Context: an optimization exercise on an open-source flow, tuned for small area, a short achievable clock period and few clock cycles per item. The choices shown serve that exercise and are no tape-out recipe. Only simulation tests tie the RTL to the original design; equivalence was not proved. Power is estimated from default activity; no workload was simulated.

--- run.sh ---
#!/bin/bash
# synth_recipe.tcl (not shown) runs the flow's synth.tcl, then flattens the netlist and writes it again
# the make line also repeats each setting of config.mk as NAME=value (left out here)
make -C /OpenROAD-flow-scripts/flow DESIGN_CONFIG=/design/flow/config.mk WORK_HOME=/design/flow/orfs CLKGATE_MAP_FILE= SYNTH_SCRIPT=/design/flow/synth_recipe.tcl finish
--- config.mk ---
export PLATFORM = sky130hd
export DESIGN_NAME = status_led_animator
export DESIGN_NICKNAME = status_led_animator
export VERILOG_FILES = /design/flow/design.v
export SDC_FILE = /design/flow/constraint.sdc
export NUM_CORES = 4
export LEC_CHECK = 0
export CAP_MARGIN = 20
export CORE_MARGIN = 2
export CORE_UTILIZATION = 60
export PLACE_DENSITY = 0.72
export SETUP_SLACK_MARGIN = 4.42
export SLEW_MARGIN = 20
--- constraint.sdc ---
create_clock -name core_clock -period 7.5 [get_ports {clk}]
set_input_delay 1.5000 -clock core_clock [delete_from_list [all_inputs] [get_ports {clk}]]
set_output_delay 1.5000 -clock core_clock [all_outputs]
set_load 0.01 [all_outputs]
--- design.v ---
`timescale 1ns / 1ps
package sla_pkg;
  localparam int PULSE_PERIOD     = 1000;
  localparam int FADE_TICKS       = 3000;
  localparam int FLASH_STEP_TICKS = 150;
  localparam int FLASH_STEP_COUNT = 6;
  localparam logic [1:0] KIND_TICK  = 2'd0;
  localparam logic [1:0] KIND_SET   = 2'd1;
  localparam logic [1:0] KIND_FLASH = 2'd2;
  localparam logic [2:0] MODE_ALARM   = 3'd4;
  localparam logic [2:0] MODE_RECOVER = 3'd5;
  localparam logic [23:0] RST_STAND = 24'h0000FF;
  localparam logic [23:0] RST_SIT   = 24'h00FFFF;
  localparam logic [23:0] RST_WALK  = 24'h00FF00;
  localparam logic [23:0] RST_DIZZY = 24'hFFBF00;
  localparam logic [23:0] RST_ALARM = 24'hFF0000;
  localparam logic [23:0] RST_FLASH = 24'hA000FF;
endpackage
`timescale 1ns / 1ps
module sla_lane (
  input  logic       clk,
  input  logic       alarm,      
  input  logic       neg,        
  input  logic       en,         
  input  logic       step,       
  input  logic       ld_base,    
  input  logic       ld_f,       
  input  logic       ld_w,       
  input  logic [7:0] c,          
  input  logic [7:0] f,          
  input  logic [7:0] w,          
  output logic [7:0] q,
  output logic [7:0] qn          
);
  logic [7:0]  q_r;
  logic [13:0] r_r;
  logic [10:0] b, b_r;    
  logic [13:0] r0;
  always_comb begin
    case (c)
      8'd0: b = {6'd0, 5'd0};
      8'd1: b = {6'd0, 5'd3};
      8'd2: b = {6'd0, 5'd6};
      8'd3: b = {6'd0, 5'd9};
      8'd4: b = {6'd0, 5'd12};
      8'd5: b = {6'd0, 5'd15};
      8'd6: b = {6'd0, 5'd18};
      8'd7: b = {6'd1, 5'd1};
      8'd8: b = {6'd1, 5'd4};
      8'd9: b = {6'd1, 5'd7};
      8'd10: b = {6'd1, 5'd10};
      8'd11: b = {6'd1, 5'd13};
      8'd12: b = {6'd1, 5'd16};
      8'd13: b = {6'd1, 5'd19};
      8'd14: b = {6'd2, 5'd2};
      8'd15: b = {6'd2, 5'd5};
      8'd16: b = {6'd2, 5'd8};
      8'd17: b = {6'd2, 5'd11};
      8'd18: b = {6'd2, 5'd14};
      8'd19: b = {6'd2, 5'd17};
      8'd20: b = {6'd3, 5'd0};
      8'd21: b = {6'd3, 5'd3};
      8'd22: b = {6'd3, 5'd6};
      8'd23: b = {6'd3, 5'd9};
      8'd24: b = {6'd3, 5'd12};
      8'd25: b = {6'd3, 5'd15};
      8'd26: b = {6'd3, 5'd18};
      8'd27: b = {6'd4, 5'd1};
      8'd28: b = {6'd4, 5'd4};
      8'd29: b = {6'd4, 5'd7};
      8'd30: b = {6'd4, 5'd10};
      8'd31: b = {6'd4, 5'd13};
      8'd32: b = {6'd4, 5'd16};
      8'd33: b = {6'd4, 5'd19};
      8'd34: b = {6'd5, 5'd2};
      8'd35: b = {6'd5, 5'd5};
      8'd36: b = {6'd5, 5'd8};
      8'd37: b = {6'd5, 5'd11};
      8'd38: b = {6'd5, 5'd14};
      8'd39: b = {6'd5, 5'd17};
      8'd40: b = {6'd6, 5'd0};
      8'd41: b = {6'd6, 5'd3};
      8'd42: b = {6'd6, 5'd6};
      8'd43: b = {6'd6, 5'd9};
      8'd44: b = {6'd6, 5'd12};
      8'd45: b = {6'd6, 5'd15};
      8'd46: b = {6'd6, 5'd18};
      8'd47: b = {6'd7, 5'd1};
      8'd48: b = {6'd7, 5'd4};
      8'd49: b = {6'd7, 5'd7};
      8'd50: b = {6'd7, 5'd10};
      8'd51: b = {6'd7, 5'd13};
      8'd52: b = {6'd7, 5'd16};
      8'd53: b = {6'd7, 5'd19};
      8'd54: b = {6'd8, 5'd2};
      8'd55: b = {6'd8, 5'd5};
      8'd56: b = {6'd8, 5'd8};
      8'd57: b = {6'd8, 5'd11};
      8'd58: b = {6'd8, 5'd14};
      8'd59: b = {6'd8, 5'd17};
      8'd60: b = {6'd9, 5'd0};
      8'd61: b = {6'd9, 5'd3};
      8'd62: b = {6'd9, 5'd6};
      8'd63: b = {6'd9, 5'd9};
      8'd64: b = {6'd9, 5'd12};
      8'd65: b = {6'd9, 5'd15};
      8'd66: b = {6'd9, 5'd18};
      8'd67: b = {6'd10, 5'd1};
      8'd68: b = {6'd10, 5'd4};
      8'd69: b = {6'd10, 5'd7};
      8'd70: b = {6'd10, 5'd10};
      8'd71: b = {6'd10, 5'd13};
      8'd72: b = {6'd10, 5'd16};
      8'd73: b = {6'd10, 5'd19};
      8'd74: b = {6'd11, 5'd2};
      8'd75: b = {6'd11, 5'd5};
      8'd76: b = {6'd11, 5'd8};
      8'd77: b = {6'd11, 5'd11};
      8'd78: b = {6'd11, 5'd14};
      8'd79: b = {6'd11, 5'd17};
      8'd80: b = {6'd12, 5'd0};
      8'd81: b = {6'd12, 5'd3};
      8'd82: b = {6'd12, 5'd6};
      8'd83: b = {6'd12, 5'd9};
      8'd84: b = {6'd12, 5'd12};
      8'd85: b = {6'd12, 5'd15};
      8'd86: b = {6'd12, 5'd18};
      8'd87: b = {6'd13, 5'd1};
      8'd88: b = {6'd13, 5'd4};
      8'd89: b = {6'd13, 5'd7};
      8'd90: b = {6'd13, 5'd10};
      8'd91: b = {6'd13, 5'd13};
      8'd92: b = {6'd13, 5'd16};
      8'd93: b = {6'd13, 5'd19};
      8'd94: b = {6'd14, 5'd2};
      8'd95: b = {6'd14, 5'd5};
      8'd96: b = {6'd14, 5'd8};
      8'd97: b = {6'd14, 5'd11};
      8'd98: b = {6'd14, 5'd14};
      8'd99: b = {6'd14, 5'd17};
      8'd100: b = {6'd15, 5'd0};
      8'd101: b = {6'd15, 5'd3};
      8'd102: b = {6'd15, 5'd6};
      8'd103: b = {6'd15, 5'd9};
      8'd104: b = {6'd15, 5'd12};
      8'd105: b = {6'd15, 5'd15};
      8'd106: b = {6'd15, 5'd18};
      8'd107: b = {6'd16, 5'd1};
      8'd108: b = {6'd16, 5'd4};
      8'd109: b = {6'd16, 5'd7};
      8'd110: b = {6'd16, 5'd10};
      8'd111: b = {6'd16, 5'd13};
      8'd112: b = {6'd16, 5'd16};
      8'd113: b = {6'd16, 5'd19};
      8'd114: b = {6'd17, 5'd2};
      8'd115: b = {6'd17, 5'd5};
      8'd116: b = {6'd17, 5'd8};
      8'd117: b = {6'd17, 5'd11};
      8'd118: b = {6'd17, 5'd14};
      8'd119: b = {6'd17, 5'd17};
      8'd120: b = {6'd18, 5'd0};
      8'd121: b = {6'd18, 5'd3};
      8'd122: b = {6'd18, 5'd6};
      8'd123: b = {6'd18, 5'd9};
      8'd124: b = {6'd18, 5'd12};
      8'd125: b = {6'd18, 5'd15};
      8'd126: b = {6'd18, 5'd18};
      8'd127: b = {6'd19, 5'd1};
      8'd128: b = {6'd19, 5'd4};
      8'd129: b = {6'd19, 5'd7};
      8'd130: b = {6'd19, 5'd10};
      8'd131: b = {6'd19, 5'd13};
      8'd132: b = {6'd19, 5'd16};
      8'd133: b = {6'd19, 5'd19};
      8'd134: b = {6'd20, 5'd2};
      8'd135: b = {6'd20, 5'd5};
      8'd136: b = {6'd20, 5'd8};
      8'd137: b = {6'd20, 5'd11};
      8'd138: b = {6'd20, 5'd14};
      8'd139: b = {6'd20, 5'd17};
      8'd140: b = {6'd21, 5'd0};
      8'd141: b = {6'd21, 5'd3};
      8'd142: b = {6'd21, 5'd6};
      8'd143: b = {6'd21, 5'd9};
      8'd144: b = {6'd21, 5'd12};
      8'd145: b = {6'd21, 5'd15};
      8'd146: b = {6'd21, 5'd18};
      8'd147: b = {6'd22, 5'd1};
      8'd148: b = {6'd22, 5'd4};
      8'd149: b = {6'd22, 5'd7};
      8'd150: b = {6'd22, 5'd10};
      8'd151: b = {6'd22, 5'd13};
      8'd152: b = {6'd22, 5'd16};
      8'd153: b = {6'd22, 5'd19};
      8'd154: b = {6'd23, 5'd2};
      8'd155: b = {6'd23, 5'd5};
      8'd156: b = {6'd23, 5'd8};
      8'd157: b = {6'd23, 5'd11};
      8'd158: b = {6'd23, 5'd14};
      8'd159: b = {6'd23, 5'd17};
      8'd160: b = {6'd24, 5'd0};
      8'd161: b = {6'd24, 5'd3};
      8'd162: b = {6'd24, 5'd6};
      8'd163: b = {6'd24, 5'd9};
      8'd164: b = {6'd24, 5'd12};
      8'd165: b = {6'd24, 5'd15};
      8'd166: b = {6'd24, 5'd18};
      8'd167: b = {6'd25, 5'd1};
      8'd168: b = {6'd25, 5'd4};
      8'd169: b = {6'd25, 5'd7};
      8'd170: b = {6'd25, 5'd10};
      8'd171: b = {6'd25, 5'd13};
      8'd172: b = {6'd25, 5'd16};
      8'd173: b = {6'd25, 5'd19};
      8'd174: b = {6'd26, 5'd2};
      8'd175: b = {6'd26, 5'd5};
      8'd176: b = {6'd26, 5'd8};
      8'd177: b = {6'd26, 5'd11};
      8'd178: b = {6'd26, 5'd14};
      8'd179: b = {6'd26, 5'd17};
      8'd180: b = {6'd27, 5'd0};
      8'd181: b = {6'd27, 5'd3};
      8'd182: b = {6'd27, 5'd6};
      8'd183: b = {6'd27, 5'd9};
      8'd184: b = {6'd27, 5'd12};
      8'd185: b = {6'd27, 5'd15};
      8'd186: b = {6'd27, 5'd18};
      8'd187: b = {6'd28, 5'd1};
      8'd188: b = {6'd28, 5'd4};
      8'd189: b = {6'd28, 5'd7};
      8'd190: b = {6'd28, 5'd10};
      8'd191: b = {6'd28, 5'd13};
      8'd192: b = {6'd28, 5'd16};
      8'd193: b = {6'd28, 5'd19};
      8'd194: b = {6'd29, 5'd2};
      8'd195: b = {6'd29, 5'd5};
      8'd196: b = {6'd29, 5'd8};
      8'd197: b = {6'd29, 5'd11};
      8'd198: b = {6'd29, 5'd14};
      8'd199: b = {6'd29, 5'd17};
      8'd200: b = {6'd30, 5'd0};
      8'd201: b = {6'd30, 5'd3};
      8'd202: b = {6'd30, 5'd6};
      8'd203: b = {6'd30, 5'd9};
      8'd204: b = {6'd30, 5'd12};
      8'd205: b = {6'd30, 5'd15};
      8'd206: b = {6'd30, 5'd18};
      8'd207: b = {6'd31, 5'd1};
      8'd208: b = {6'd31, 5'd4};
      8'd209: b = {6'd31, 5'd7};
      8'd210: b = {6'd31, 5'd10};
      8'd211: b = {6'd31, 5'd13};
      8'd212: b = {6'd31, 5'd16};
      8'd213: b = {6'd31, 5'd19};
      8'd214: b = {6'd32, 5'd2};
      8'd215: b = {6'd32, 5'd5};
      8'd216: b = {6'd32, 5'd8};
      8'd217: b = {6'd32, 5'd11};
      8'd218: b = {6'd32, 5'd14};
      8'd219: b = {6'd32, 5'd17};
      8'd220: b = {6'd33, 5'd0};
      8'd221: b = {6'd33, 5'd3};
      8'd222: b = {6'd33, 5'd6};
      8'd223: b = {6'd33, 5'd9};
      8'd224: b = {6'd33, 5'd12};
      8'd225: b = {6'd33, 5'd15};
      8'd226: b = {6'd33, 5'd18};
      8'd227: b = {6'd34, 5'd1};
      8'd228: b = {6'd34, 5'd4};
      8'd229: b = {6'd34, 5'd7};
      8'd230: b = {6'd34, 5'd10};
      8'd231: b = {6'd34, 5'd13};
      8'd232: b = {6'd34, 5'd16};
      8'd233: b = {6'd34, 5'd19};
      8'd234: b = {6'd35, 5'd2};
      8'd235: b = {6'd35, 5'd5};
      8'd236: b = {6'd35, 5'd8};
      8'd237: b = {6'd35, 5'd11};
      8'd238: b = {6'd35, 5'd14};
      8'd239: b = {6'd35, 5'd17};
      8'd240: b = {6'd36, 5'd0};
      8'd241: b = {6'd36, 5'd3};
      8'd242: b = {6'd36, 5'd6};
      8'd243: b = {6'd36, 5'd9};
      8'd244: b = {6'd36, 5'd12};
      8'd245: b = {6'd36, 5'd15};
      8'd246: b = {6'd36, 5'd18};
      8'd247: b = {6'd37, 5'd1};
      8'd248: b = {6'd37, 5'd4};
      8'd249: b = {6'd37, 5'd7};
      8'd250: b = {6'd37, 5'd10};
      8'd251: b = {6'd37, 5'd13};
      8'd252: b = {6'd37, 5'd16};
      8'd253: b = {6'd37, 5'd19};
      8'd254: b = {6'd38, 5'd2};
      8'd255: b = {6'd38, 5'd5};
      default: b = '0;
    endcase
  end
  always_comb begin
    case (b_r[4:0])
      5'd0: r0 = 14'd0;
      5'd1: r0 = 14'd500;
      5'd2: r0 = 14'd1000;
      5'd3: r0 = 14'd1500;
      5'd4: r0 = 14'd2000;
      5'd5: r0 = 14'd2500;
      5'd6: r0 = 14'd3000;
      5'd7: r0 = 14'd3500;
      5'd8: r0 = 14'd4000;
      5'd9: r0 = 14'd4500;
      5'd10: r0 = 14'd5000;
      5'd11: r0 = 14'd5500;
      5'd12: r0 = 14'd6000;
      5'd13: r0 = 14'd6500;
      5'd14: r0 = 14'd7000;
      5'd15: r0 = 14'd7500;
      5'd16: r0 = 14'd8000;
      5'd17: r0 = 14'd8500;
      5'd18: r0 = 14'd9000;
      5'd19: r0 = 14'd9500;
      default: r0 = '0;
    endcase
  end
  logic [12:0] sa_r;
  logic [8:0]  sr_r;
  always_ff @(posedge clk) begin
    b_r  <= b;
    sa_r <= {1'b0, c, 4'b0} + {5'b0, c};
    sr_r <= {1'b0, w} - {1'b0, f};
  end
  logic [13:0] sd, d_r;      
  logic        alarm_d_r;
  assign sd = alarm ? {1'b0, sa_r} : {{5{sr_r[8]}}, sr_r};
  always_ff @(posedge clk) begin
    d_r       <= neg ? 14'd0 - sd : sd;
    alarm_d_r <= alarm;
  end
  logic [14:0] dk_r, k;      
  logic up;
  assign up = !d_r[13];
  always_comb begin
    case ({alarm_d_r, up})
      2'b11:   k = 15'd22768;    
      2'b10:   k = 15'd10000;
      2'b01:   k = 15'd29768;    
      default: k = 15'd3000;
    endcase
  end
  always_ff @(posedge clk) begin
    dk_r <= {d_r[13], d_r} + k;
  end
  logic [15:0] t, tm;
  logic        adj;
  assign t   = {2'b0, r_r} + {{2{d_r[13]}}, d_r};
  assign tm  = {2'b0, r_r} + {dk_r[14], dk_r};
  assign adj = up ? !tm[15] : t[15];
  logic [7:0] qs;
  assign qs = q_r + (up ? 8'd1 : 8'hFF);
  always_ff @(posedge clk) begin
    if (!en) begin
    end else if (ld_base) begin
      q_r <= {2'b0, b_r[10:5]};
      r_r <= r0;
    end else if (ld_f || ld_w) begin
      q_r <= ld_f ? f : w;
      r_r <= '0;
    end else if (step) begin
      if (adj) q_r <= qs;
      r_r <= adj ? tm[13:0] : t[13:0];
    end
  end
  assign q  = q_r;
  assign qn = (step && adj) ? qs : q_r;
endmodule
`timescale 1ns / 1ps
module status_led_animator (
  input  logic             clk,
  input  logic             rst_n,
  input  logic             in_valid,
  output logic             in_ready,
  input  logic [1:0]       in_kind,
  input  logic [2:0]       in_new_mode,
  output logic             out_valid,
  input  logic             out_ready,
  output logic             out_show,
  output logic [7:0]       out_red,
  output logic [7:0]       out_green,
  output logic [7:0]       out_blue,
  input  logic             cfg_we,
  input  logic [2:0]       cfg_index,
  input  logic [23:0]      cfg_wdata
);
  logic [23:0] col_r [6];
  logic [23:0] wd0, wd1;     
  assign wd0 = cfg_wdata & {24{rst_n}};
  assign wd1 = cfg_wdata | {24{!rst_n}};
  for (genvar i = 0; i < 6; i++) begin : g_col
    localparam logic [23:0] RV = (i == 0) ? sla_pkg::RST_STAND :
                                 (i == 1) ? sla_pkg::RST_SIT   :
                                 (i == 2) ? sla_pkg::RST_WALK  :
                                 (i == 3) ? sla_pkg::RST_DIZZY :
                                 (i == 4) ? sla_pkg::RST_ALARM : sla_pkg::RST_FLASH;
    always_ff @(posedge clk) begin
      if (!rst_n || (cfg_we && cfg_index == 3'(i))) begin
        col_r[i] <= (wd1 & RV) | (wd0 & ~RV);
      end
    end
  end
  logic       v0_r, v1_r, rdy_r;
  logic [4:0] e0_r, e1_r;
  logic       push, pop;
  assign push = in_valid && rdy_r;
  always_ff @(posedge clk) begin
    if (!rst_n) begin
      v0_r  <= 1'b0;
      v1_r  <= 1'b0;
      rdy_r <= 1'b0;
    end else begin
      if (pop) begin
        v0_r  <= v1_r || push;
        v1_r  <= v1_r && push;
        rdy_r <= 1'b1;
      end else begin
        v0_r  <= v0_r || push;
        v1_r  <= v1_r || (v0_r && push);
        rdy_r <= !(v1_r || (v0_r && push));
      end
    end
    if (pop) begin
      e0_r <= v1_r ? e1_r : {in_kind, in_new_mode};
    end else if (!v0_r) begin
      e0_r <= {in_kind, in_new_mode};
    end
    if (!v1_r) e1_r <= {in_kind, in_new_mode};
  end
  assign in_ready = rdy_r;
  logic [2:0]  mode_r;
  logic        alarm_r;     
  logic        rec_r;       
  logic [11:0] pos_r;       
  logic        dn_r;        
  logic        fl_act_r;
  logic [2:0]  fl_step_r;
  logic [7:0]  fl_el_r;
  logic        cw_r;        
  logic        cu_r;        
  logic        busy_r;      
  logic [11:0] k_r;         
  logic        cu_neg_r;    
  logic        ov0_r, ov1_r;
  logic [24:0] oq0_r, oq1_r;    
  logic [1:0]  kind;
  logic [2:0]  nm;
  assign kind = e0_r[4:3];
  assign nm   = e0_r[2:0];
  logic       lane_neg;
  logic [1:0] st_r;
  logic       settling, ctl_chg;
  assign settling = (st_r != 2'd0);
  logic go, out_free;
  assign go       = v0_r && !cw_r && !cu_r && !busy_r && !settling;
  assign out_free = !ov1_r;
  assign pop      = go && out_free;
  logic tick, set_ok;
  assign tick   = (kind == sla_pkg::KIND_TICK);
  assign set_ok = (kind == sla_pkg::KIND_SET) && (nm <= 3'd5);
  logic       el_wrap, fl_end;
  logic [2:0] step_inc;
  assign el_wrap  = (fl_el_r == 8'(sla_pkg::FLASH_STEP_TICKS - 1));
  assign step_inc = fl_step_r + 3'd1;
  assign fl_end   = fl_act_r && el_wrap && (step_inc == 3'(sla_pkg::FLASH_STEP_COUNT));
  logic sat;
  assign sat = (pos_r == 12'(sla_pkg::FADE_TICKS));
  logic lane_en, lane_step, ld_base, ld_f, ld_w;
  logic tick_go, set_go;
  assign lane_neg  = busy_r ? cu_neg_r : dn_r;
  assign tick_go   = go && tick && (alarm_r || (rec_r && !sat));
  assign set_go    = go && set_ok && (nm == sla_pkg::MODE_ALARM || nm == sla_pkg::MODE_RECOVER);
  assign lane_step = busy_r || tick_go;
  assign ld_base   = (cu_r && alarm_r) || (set_go && nm == sla_pkg::MODE_ALARM);
  assign ld_f      = (cu_r && rec_r && pos_r < 12'd1500) ||
                     (set_go && nm == sla_pkg::MODE_RECOVER);
  assign ld_w      = cu_r && rec_r && pos_r >= 12'd1500;
  assign lane_en   = cu_r || (busy_r && !settling) || ((tick_go || set_go) && out_free);
  assign ctl_chg = (pop && set_ok && ((nm == sla_pkg::MODE_ALARM) != alarm_r || dn_r)) ||
                   (pop && tick && alarm_r &&
                    (pos_r == 12'(sla_pkg::PULSE_PERIOD / 2 - 1) ||
                     pos_r == 12'(sla_pkg::PULSE_PERIOD - 1))) ||
                   cu_r || (busy_r && !settling && k_r == 12'd1);
  logic [7:0] lane_q [3];
  for (genvar i = 0; i < 3; i++) begin : g_lane
    sla_lane u_lane (
      .clk     (clk),
      .alarm   (alarm_r),
      .neg     (lane_neg),
      .en      (lane_en),
      .step    (lane_step),
      .ld_base (ld_base),
      .ld_f    (ld_f),
      .ld_w    (ld_w),
      .c       (col_r[4][8*i +: 8]),
      .f       (col_r[3][8*i +: 8]),
      .w       (col_r[2][8*i +: 8]),
      .q       (lane_q[i]),
      .qn      (lane_qn[i])
    );
  end
  logic [11:0] k_init;
  logic        from_top;
  logic [11:0] k_top;
  assign from_top = alarm_r ? dn_r : (pos_r >= 12'd1500);
  assign k_top    = (alarm_r ? 12'd1000 : 12'(sla_pkg::FADE_TICKS)) - pos_r;
  assign k_init   = (alarm_r || rec_r) ? (from_top ? k_top : pos_r) : 12'd0;
  always_ff @(posedge clk) begin
    if (!rst_n) begin
      mode_r      <= 3'd0;
      alarm_r     <= 1'b0;
      rec_r       <= 1'b0;
      pos_r       <= '0;
      dn_r        <= 1'b0;
      fl_act_r    <= 1'b0;
      fl_step_r   <= '0;
      fl_el_r     <= '0;
      cw_r        <= 1'b0;
      cu_r        <= 1'b0;
      st_r        <= 2'd3;
      busy_r      <= 1'b0;
      k_r         <= '0;
      cu_neg_r    <= 1'b0;
    end else begin
      cw_r <= cfg_we;
      cu_r <= cw_r;
      if (cfg_we)
        st_r <= 2'd3;
      else if (ctl_chg)
        st_r <= (st_r == 2'd3) ? 2'd3 : 2'd2;
      else if (st_r != 2'd0)
        st_r <= st_r - 2'd1;
      if (cu_r) begin
        cu_neg_r <= !alarm_r && pos_r >= 12'd1500;
        k_r      <= k_init;
        busy_r   <= (k_init != 12'd0);
      end else if (busy_r && !settling) begin
        k_r    <= k_r - 12'd1;
        busy_r <= (k_r != 12'd1);
      end
      if (pop) begin
        case (kind)
          sla_pkg::KIND_SET: begin
            if (set_ok) begin
              mode_r  <= nm;
              alarm_r <= (nm == sla_pkg::MODE_ALARM);
              rec_r   <= (nm == sla_pkg::MODE_RECOVER);
              pos_r   <= '0;
              dn_r    <= 1'b0;
            end
          end
          sla_pkg::KIND_FLASH: begin
            fl_act_r  <= 1'b1;
            fl_step_r <= '0;
            fl_el_r   <= '0;
          end
          sla_pkg::KIND_TICK: begin
            if (alarm_r) begin
              if (pos_r == 12'(sla_pkg::PULSE_PERIOD - 1)) begin
                pos_r <= '0;
                dn_r  <= 1'b0;
              end else begin
                pos_r <= pos_r + 12'd1;
                if (pos_r == 12'(sla_pkg::PULSE_PERIOD / 2 - 1)) dn_r <= 1'b1;
              end
            end else if (!sat) begin
              pos_r <= pos_r + 12'd1;
            end
            if (fl_act_r) begin
              fl_el_r <= el_wrap ? 8'd0 : fl_el_r + 8'd1;
              if (el_wrap) begin
                fl_step_r <= step_inc;
                if (fl_end) fl_act_r <= 1'b0;
              end
            end
          end
          default: ;
        endcase
      end
    end
  end
  logic       show_nxt;
  logic [6:0] sel_nxt;     
  always_comb begin
    show_nxt = 1'b0;
    sel_nxt  = '0;
    case (kind)
      sla_pkg::KIND_SET: begin
        if (nm <= 3'd3) begin
          show_nxt        = 1'b1;
          sel_nxt[nm[1:0]] = 1'b1;
        end
      end
      sla_pkg::KIND_TICK: begin
        if (fl_act_r && !fl_end) begin
          show_nxt   = 1'b1;
          sel_nxt[5] = !(el_wrap ? step_inc[0] : fl_step_r[0]);
        end else if (alarm_r || rec_r) begin
          show_nxt   = 1'b1;
          sel_nxt[6] = 1'b1;
        end else if (fl_end && mode_r <= 3'd3) begin
          show_nxt   = 1'b1;
          sel_nxt[mode_r[1:0]] = 1'b1;
        end
      end
      default: ;
    endcase
  end
  logic [23:0] rgb_nxt;
  logic [7:0]  lane_qn [3];
  always_comb begin
    rgb_nxt = '0;
    for (int i = 0; i < 6; i++) begin
      rgb_nxt = rgb_nxt | (col_r[i] & {24{sel_nxt[i]}});
    end
    rgb_nxt = rgb_nxt | ({lane_qn[2], lane_qn[1], lane_qn[0]} & {24{sel_nxt[6]}});
  end
  logic deq;
  assign deq = ov0_r && out_ready;
  always_ff @(posedge clk) begin
    if (!rst_n) begin
      ov0_r <= 1'b0;
      ov1_r <= 1'b0;
    end else begin
      if (deq) begin
        ov0_r <= ov1_r || pop;
        ov1_r <= 1'b0;
      end else begin
        ov0_r <= ov0_r || pop;
        ov1_r <= ov1_r || (ov0_r && pop);
      end
    end
    if (deq ? !ov1_r : !ov0_r) begin
      oq0_r <= {show_nxt, rgb_nxt};
    end else if (deq) begin
      oq0_r <= oq1_r;
    end
    if (pop && ov0_r && !deq) oq1_r <= {show_nxt, rgb_nxt};
  end
  assign out_valid = ov0_r;
  assign out_show  = oq0_r[24];
  assign out_red   = oq0_r[23:16];
  assign out_green = oq0_r[15:8];
  assign out_blue  = oq0_r[7:0];
endmodule
==> qor.csv, run 1 <==
metric;value;unit
Initial Util;60.9;%
Leak;0.0146;uW
CP Data Arrival Time;3.53;ns
critical setup path kind;reg2reg;
Seq cells post-synth;507;
Syn. warnings;6;
MaxCap Viol Count;0;
post-synth cell types;95;
Buffers on Ports;63;
most common cell after layout, fill and taps aside;nor2_1;
DRC viols;0;
Setup Total Neg Slack;0;ns
final core utilization;69.5;%
WL final;91.9;mm
Worst-Skew Late Latency;0.64;ns
Net Count, Synth;3695;
Post-Syn Area;32100;um2
pin count of the biggest net entering global routing;68;
worst slew pin tran;1.05;ns
H-tree depth;2;
Logic pwr share;37.2;%
hold crit path type;reg2reg;
Pre-antenna DRT Iters;8;
Final Critical Period;3.14;ns
R2R Path Start;g_lane[1].u_lane.r_r[2]$_DFFE_PP_;
fin crit share;41.9;%
Vias;26900;
ant diodes;0;
Synth area leaders;edfxtp_1, dfxtp_1, ha_1;
die area;55400;um2
CP required;7.89;ns
DR iter-0 viols;2638;
global placer's final weighted congestion;0.953;
Peak Freq;0.319;GHz
setup slack, reg-to-reg;4.36;ns
hold path start;g_lane[0].u_lane.d_r[0]$_DFF_P_;
CTS Hold Bufs;0;
first-pass GRT wire length;139;mm
max-slew violation count;0;
dpl hpwl;63.3;mm
NumNets Final;3762;
Place WS;3.73;ns
Internal Power;6800;uW
switch share;35.9;%
fraction of registers with async set/reset;0;%
vias per cell;6.42;
Reg2Reg Depth;10;
DIE WIDTH;235;um
skew final;0.0236;ns
maximum vdd drop;245;uV
RSZ-0062 raised after global routing;true;
synthesized area per cell;9.48;um2
clock sink count;507;
Hold Path End;g_lane[0].u_lane.dk_r[0]$_DFF_P_;
final worst setup slack;4.36;ns
cts bufs inserted;55;
top cell type's share of synthesized area;24.8;%
IO Pins;64;
status;complete, no violations;
Rows;84;
Final setup viols;0;
most frequent cells in the layout;nor2_1, edfxtp_1, ha_1, nand2_1, a21oi_1;
worst hold stages;0;
Core ar.;52800;um2
part of the power in the clock network;27.1;%
initial antenna violation count;3;
Routed wire per std cell;21.9;um
TritonCTS clock tree;yes;
Critical Path End Type;register;
Die Ht;235;um
PD cells;289;nW/um2
Cells after Synth;3385;
clock slew at reported path FFs;0.06;ns
Reg power frac;35.7;%
Setup crit start kind;register;
vias in the first global route;25200;
GRT Total Usage;31.6;%
area leader, netlist;edfxtp_1;
crit-path max FO;16;
Post-synth EDFFs;265;
CTS root buffer;clkbuf_16;
proportion of layout cells with a drive suffix above 1;12.0;%
Psw;3800;uW
dominant synthesized flop cell;edfxtp_1;
CTS Buffer Depth;3;
total grt overflow;0;
worst r2r dst;oq0_r[8]$_DFFE_PP_;
register area share after synthesis;39.9;%
Max-slew headroom;29.8;%
Final Hold Fails;0;
post-route ant nets;0;
Synth-to-Final Area Change;14.2;%
area by class of cell:
class	instances	area [um2]
inverter	185	706
tap	688	861
multi-input combinational	2528	18700
timing repair buffer	175	1620
clock inverter	31	377
sequential	507	12800
fill	3958	16100
clock buffer	72	1540
cell usage after synthesis (all sizes together), types with 57 or more instances:
library cell / instances
nor2: 287
edfxtp: 265
a21oi: 258
ha: 255
nand2: 247
dfxtp: 242
o21ai: 202
inv: 180
xnor2: 144
clkbuf: 115
mux2i: 103
nand2b: 66
nor3: 64
xor2: 64
nand3: 57
power by group through the flow:
stage               Combinational [uW]  Clock, uW  Sequential [uW]
floorplan                         2750          0             3640
global placement                  3370          0             3830
detailed placement                3480          0             3830
CTS                               3640       2890             3770
global route                      4320       3000             3820
finish                            3950       2870             3790
per-stage QoR:
stage	hold WS [ns]	area (um2)	std cells	total power [uW]
after global routing	0.374	36600	4186	11100
after floorplan	0.337	32200	3385	6400
after CTS	0.364	35700	4138	10300
after detailed placement	0.352	33300	4008	7310
after global placement	0.342	33300	4008	7200
final	0.367	36600	4186	10600
layer usage:
layer	track usage (%)	vias up	wire length, um	part of all wire (%)
li1	-	12500	-	-
met1	46.3	12900	40900	45
met2	47.2	1243	39600	43
met3	5.65	180	8540	9.3
met4	10.4	0	2860	3.1
met5	0	-	0	0
worst max-delay path: stages, from the launching register on:
cell,delay (ns)
edfxtp_1,0.43
ha_4,0.31
o21ai_1,0.11
o211ai_1,0.26
nand4_1,0.29
nand2_4,0.23
buf_4,0.14
a41o_2,0.32
nand2_8,0.15
a311o_1,0.37
mux2_2,0.28
worst max-delay path by stage:
stage / start / endpoint / slack, ns / cells past startpoint
5_1_grt: g_lane[1].u_lane.r_r[3]$_DFFE_PP_ / g_lane[1].u_lane.r_r[11]$_DFFE_PP_ / 4.25 / 11
2_1_floorplan: g_lane[0].u_lane.d_r[13]$_DFF_P_ / g_lane[0].u_lane.dk_r[13]$_DFF_P_ / 4.42 / 13
4_1_cts: fl_el_r[0]$_SDFFE_PN0P_ / oq0_r[5]$_DFFE_PP_ / 4.43 / 9
3_5_place_dp: cfg_we / col_r[3][10]$_DFFE_PP_ / 3.73 / 5
3_3_place_gp: cfg_we / col_r[3][12]$_DFFE_PP_ / 3.73 / 5
6_report: g_lane[1].u_lane.r_r[2]$_DFFE_PP_ / oq0_r[8]$_DFFE_PP_ / 4.36 / 10
flip-flops by register name (all words and copies together), names as in the netlist, 2 cells and up:
| name | cells |
|---|---|
| col_r | 144 |
| g_lane.u_lane.dk_r | 45 |
| g_lane.u_lane.d_r | 42 |
| g_lane.u_lane.r_r | 42 |
| g_lane.u_lane.sa_r | 39 |
| g_lane.u_lane.b_r | 30 |
| g_lane.u_lane.sr_r | 27 |
| oq0_r | 25 |
| oq1_r | 25 |
| g_lane.u_lane.q_r | 24 |
| k_r | 12 |
| pos_r | 12 |
| fl_el_r | 8 |
| e0_r | 5 |
| e1_r | 5 |
| fl_step_r | 3 |
| mode_r | 3 |
| st_r | 2 |
repair_timing:
| item | in CTS | in global routing |
|---|---|---|
| setup buffers | 26 | 46 |
| pin swaps | 11 | 36 |
| cloned | 1 | 2 |
| hold endpoints to repair | 0 | 0 |
| endpoints found under the setup margin | 250 | 160 |
| resized for setup | 89 | 110 |
kinds of logic after synthesis:
| logic type | after synthesis | share of synthesized area, % |
|---|---|---|
| adder cells (fa/ha/maj) | 273 | 11.1 |
| XOR/XNOR | 208 | 5.67 |
| multiplexers | 152 | 5.34 |
| AND/OR/NAND/NOR | 973 | 14.9 |
| AO/OA/AOI/OAI | 921 | 18.9 |
| flip-flops | 507 | 39.9 |
| buffers and inverters | 351 | 4.32 |
Testbench counts, summed over its fixed seeds: cycles 32,214, items 32,000.
==> run 2, diff against run 1 <==
--- a/config.mk
+++ b/config.mk
@@ -9,5 +9,5 @@
 export CORE_MARGIN = 2
 export CORE_UTILIZATION = 60
 export PLACE_DENSITY = 0.72
-export SETUP_SLACK_MARGIN = 4.42
+export SETUP_SLACK_MARGIN = 4.3
 export SLEW_MARGIN = 20
==> qor.csv, run 2 <==
metric;value;unit
status;complete, no violations;
vias per cell;6.42;
skew final;0.0336;ns
clock sink count;507;
CP endpoint;out_red[5];
Buffers on Ports;63;
Critical Path Start;oq0_r[21]$_DFFE_PP_;
Vias;26600;
Net Count, Synth;3695;
Max-slew headroom;27.3;%
Final setup viols;0;
Die Ht;235;um
Worst-Skew Late Latency;0.64;ns
worst path bufs/invs;1;
Setup crit start kind;register;
Synth area leaders;edfxtp_1, dfxtp_1, ha_1;
Pre-antenna DRT Iters;8;
hold crit path type;reg2reg;
DRC viols;0;
Setup Total Neg Slack;0;ns
cts bufs inserted;55;
CTS Hold Bufs;0;
RSZ-0062 raised after global routing;true;
Fill cells;4084;
fin crit share;42.2;%
critical setup path kind;reg2out;
R2R Path Start;fl_el_r[1]$_SDFFE_PN0P_;
Final Critical Period;3.17;ns
pin count of the biggest net entering global routing;88;
Finished Layout Cells;4142;
die area;55400;um2
Reg2Reg Depth;11;
register area share after synthesis;39.9;%
maximum vdd drop;193;uV
DIE WIDTH;235;um
first-pass GRT wire length;137;mm
synthesized area per cell;9.48;um2
clock slew at reported path FFs;0.06;ns
critical path depth;1;
Crit path max-delay family;buffers and inverters;
NumNets Final;3719;
final instance area;35700;um2
Initial Util;60.9;%
area leader, netlist;edfxtp_1;
dominant synthesized flop cell;edfxtp_1;
number of cells after detailed placement;4010;
CTS Buffer Depth;3;
hold path start;g_lane[0].u_lane.d_r[0]$_DFF_P_;
Seq cells post-synth;507;
dpl hpwl;64.0;mm
Critical Path End Type;output port;
TritonCTS clock tree;yes;
WL final;88.4;mm
setup slack, reg-to-reg;4.36;ns
H-tree depth;2;
ant diodes;0;
Routed wire per std cell;21.3;um
post-synth cell types;95;
GRT Total Usage;31.0;%
top cell type's share of synthesized area;24.8;%
initial antenna violation count;2;
CP Data Arrival Time;1.67;ns
worst slew pin tran;1.09;ns
Peak Freq;0.316;GHz
ordered list of cells on the worst path;clkdlybuf4s50_1;
most frequent cells after synthesis;nor2_1, edfxtp_1, a21oi_1, ha_1, nand2_1;
Max stage delay on crit path;0.58;ns
leading registers by flop count;col_r: 144 flops, g_lane.u_lane.dk_r: 45 flops;
total power;10300;uW
slowest cell on the critical path;clkdlybuf4s50_1;
proportion of layout cells with a drive suffix above 1;9.50;%
Top reg by flops;col_r;
Rows;84;
DR iter-0 viols;3112;
max-slew violation count;0;
top-count cell post-synth;nor2_1;
most frequent cells in the layout;nor2_1, edfxtp_1, ha_1, a21oi_1, nand2_1;
crit-path max FO;1;
number of flip-flops in the largest register;144;
CTS root buffer;clkbuf_16;
IO Pins;64;
Synth-to-Final Area Change;11.2;%
fraction of registers with async set/reset;0;%
Final Hold Fails;0;
Area after DPL;33300;um2
post-route ant nets;0;
total grt overflow;0;
Syn. warnings;6;
most common cell after layout, fill and taps aside;nor2_1;
Post-Syn Area;32100;um2
Core ar.;52800;um2
Leak;0.0142;uW
PD cells;287;nW/um2
CP required;6.00;ns
Post-synth EDFFs;265;
global placer's final weighted congestion;0.955;
worst r2r dst;oq0_r[3]$_DFFE_PP_;
Cells after Synth;3385;
vias in the first global route;24900;
MaxCap Viol Count;0;
==> run 2: cell types whose count changed in the layout (fill, tap and decap cells not counted), moves of 12 or more <==
cell | before | now
buf_4 | 94 | 61
ha_1 | 236 | 253
dlygate4sd2_1 | 15 | 0
ha_4 | 12 | 0
clkdlybuf4s50_1 | 47 | 62
==> run 2: metrics by stage <==
stage	utilization, %	worst slack (ns)	hold WS (ns)
6_report	67.7	4.33	0.358
5_1_grt	67.7	4.26	0.365
4_1_cts	66.9	4.29	0.359
3_5_place_dp	63.1	3.70	0.348
3_3_place_gp	63.1	3.71	0.344
2_1_floorplan	-	4.30	0.337
==> run 2: cells by family after synthesis <==
kind of cell               Yosys count  synth area share [%]
DFF                                507                  39.9
and+or+nand+nor                    973                  14.9
buffers and inverters              351                  4.32
AOI/OAI and AO/OA                  921                  18.9
xor gates and xnor gates           208                  5.67
adders and majority gates          273                  11.1
muxes                              152                  5.34
==> run 2: cell type report <==
| class | instances | area [um2] | area share, % |
|---|---|---|---|
| Clock buffer | 74 | 1610 | 4.50 |
| Clock inverter | 28 | 229 | 0.641 |
| Inverter | 185 | 702 | 1.97 |
| Multi-Input combinational cell | 2527 | 18300 | 51.2 |
| Sequential cell | 507 | 12800 | 35.9 |
| Tap cell | 688 | 861 | 2.41 |
| Timing Repair Buffer | 133 | 1200 | 3.35 |
==> run 2: how the worst min path moves through the flow <==
stage / end / cells past startpoint
2_1_floorplan: g_lane[0].u_lane.dk_r[0]$_DFF_P_ / 0
3_3_place_gp: g_lane[0].u_lane.dk_r[0]$_DFF_P_ / 0
3_5_place_dp: g_lane[0].u_lane.dk_r[0]$_DFF_P_ / 0
4_1_cts: g_lane[0].u_lane.dk_r[0]$_DFF_P_ / 0
5_1_grt: g_lane[0].u_lane.dk_r[0]$_DFF_P_ / 0
6_report: g_lane[0].u_lane.dk_r[0]$_DFF_P_ / 0
==> run 2: power by group <==
| part | switching [uW] | internal [uW] | leakage [uW] | total (uW) |
|---|---|---|---|---|
| clock network | 1170 | 1580 | 0.000897 | 2750 |
| registers | 368 | 3420 | 0.00461 | 3790 |
| logic | 2110 | 1600 | 0.00874 | 3720 |
==> run 2: worst register-to-register path: cells and delay by family (launching register included) <==
| family | cells | cell delay (ns) |
|---|---|---|
| AOI/OAI and AO/OA | 1 | 0.56 |
| adders and majority gates | 1 | 0.19 |
| buffers and inverters | 2 | 0.30 |
| DFF | 1 | 0.34 |
| muxes | 2 | 0.36 |
| and+or+nand+nor | 5 | 1.14 |
==> run 2: timing repair <==
item	CTS	global route
buffers inserted	3	26
endpoints found under the setup margin	163	154
gates resized for setup	42	45
pin swaps	0	11
==> run 2: routing by layer <==
layer	wire, um	up-vias	global-route usage (%)
met2	38300	1204	46.7
met3	7810	151	4.56
met5	0	-	0
li1	-	12500	-
met1	40200	12800	46.6
met4	2110	0	8.24

[what the ideal ports hide]
The flow's constraints put no driver on any port. The routed layouts listed below were extracted and timed again, unchanged, in two steps.
Step 1 (the two cells are an assumption about what drives the block):
set clk [get_ports {clk}]
set_driving_cell -lib_cell sky130_fd_sc_hd__clkbuf_16 $clk
set_driving_cell -lib_cell sky130_fd_sc_hd__buf_2 [delete_from_list [all_inputs] $clk]
Step 2, shift: input delay + t, output delay - t, t = (earliest + latest rising clock arrival at the registers) / 2. This alone moves slack from input paths to output paths.
a / b / c = no drivers / after step 1 / after step 2; a / b = the first two.
run	t, ns	slack for setup (ns)	worst setup path at the end
run 1	0.692	4.360 / 4.360 / 3.874	input to register
run 2	0.684	4.334 / 4.276 / 3.908	input to register
After both steps setup and hold are still met in every run listed. The setup slack of run 1, which loses most, moves by 0.000 ns with the drivers and by -0.486 ns with both steps.
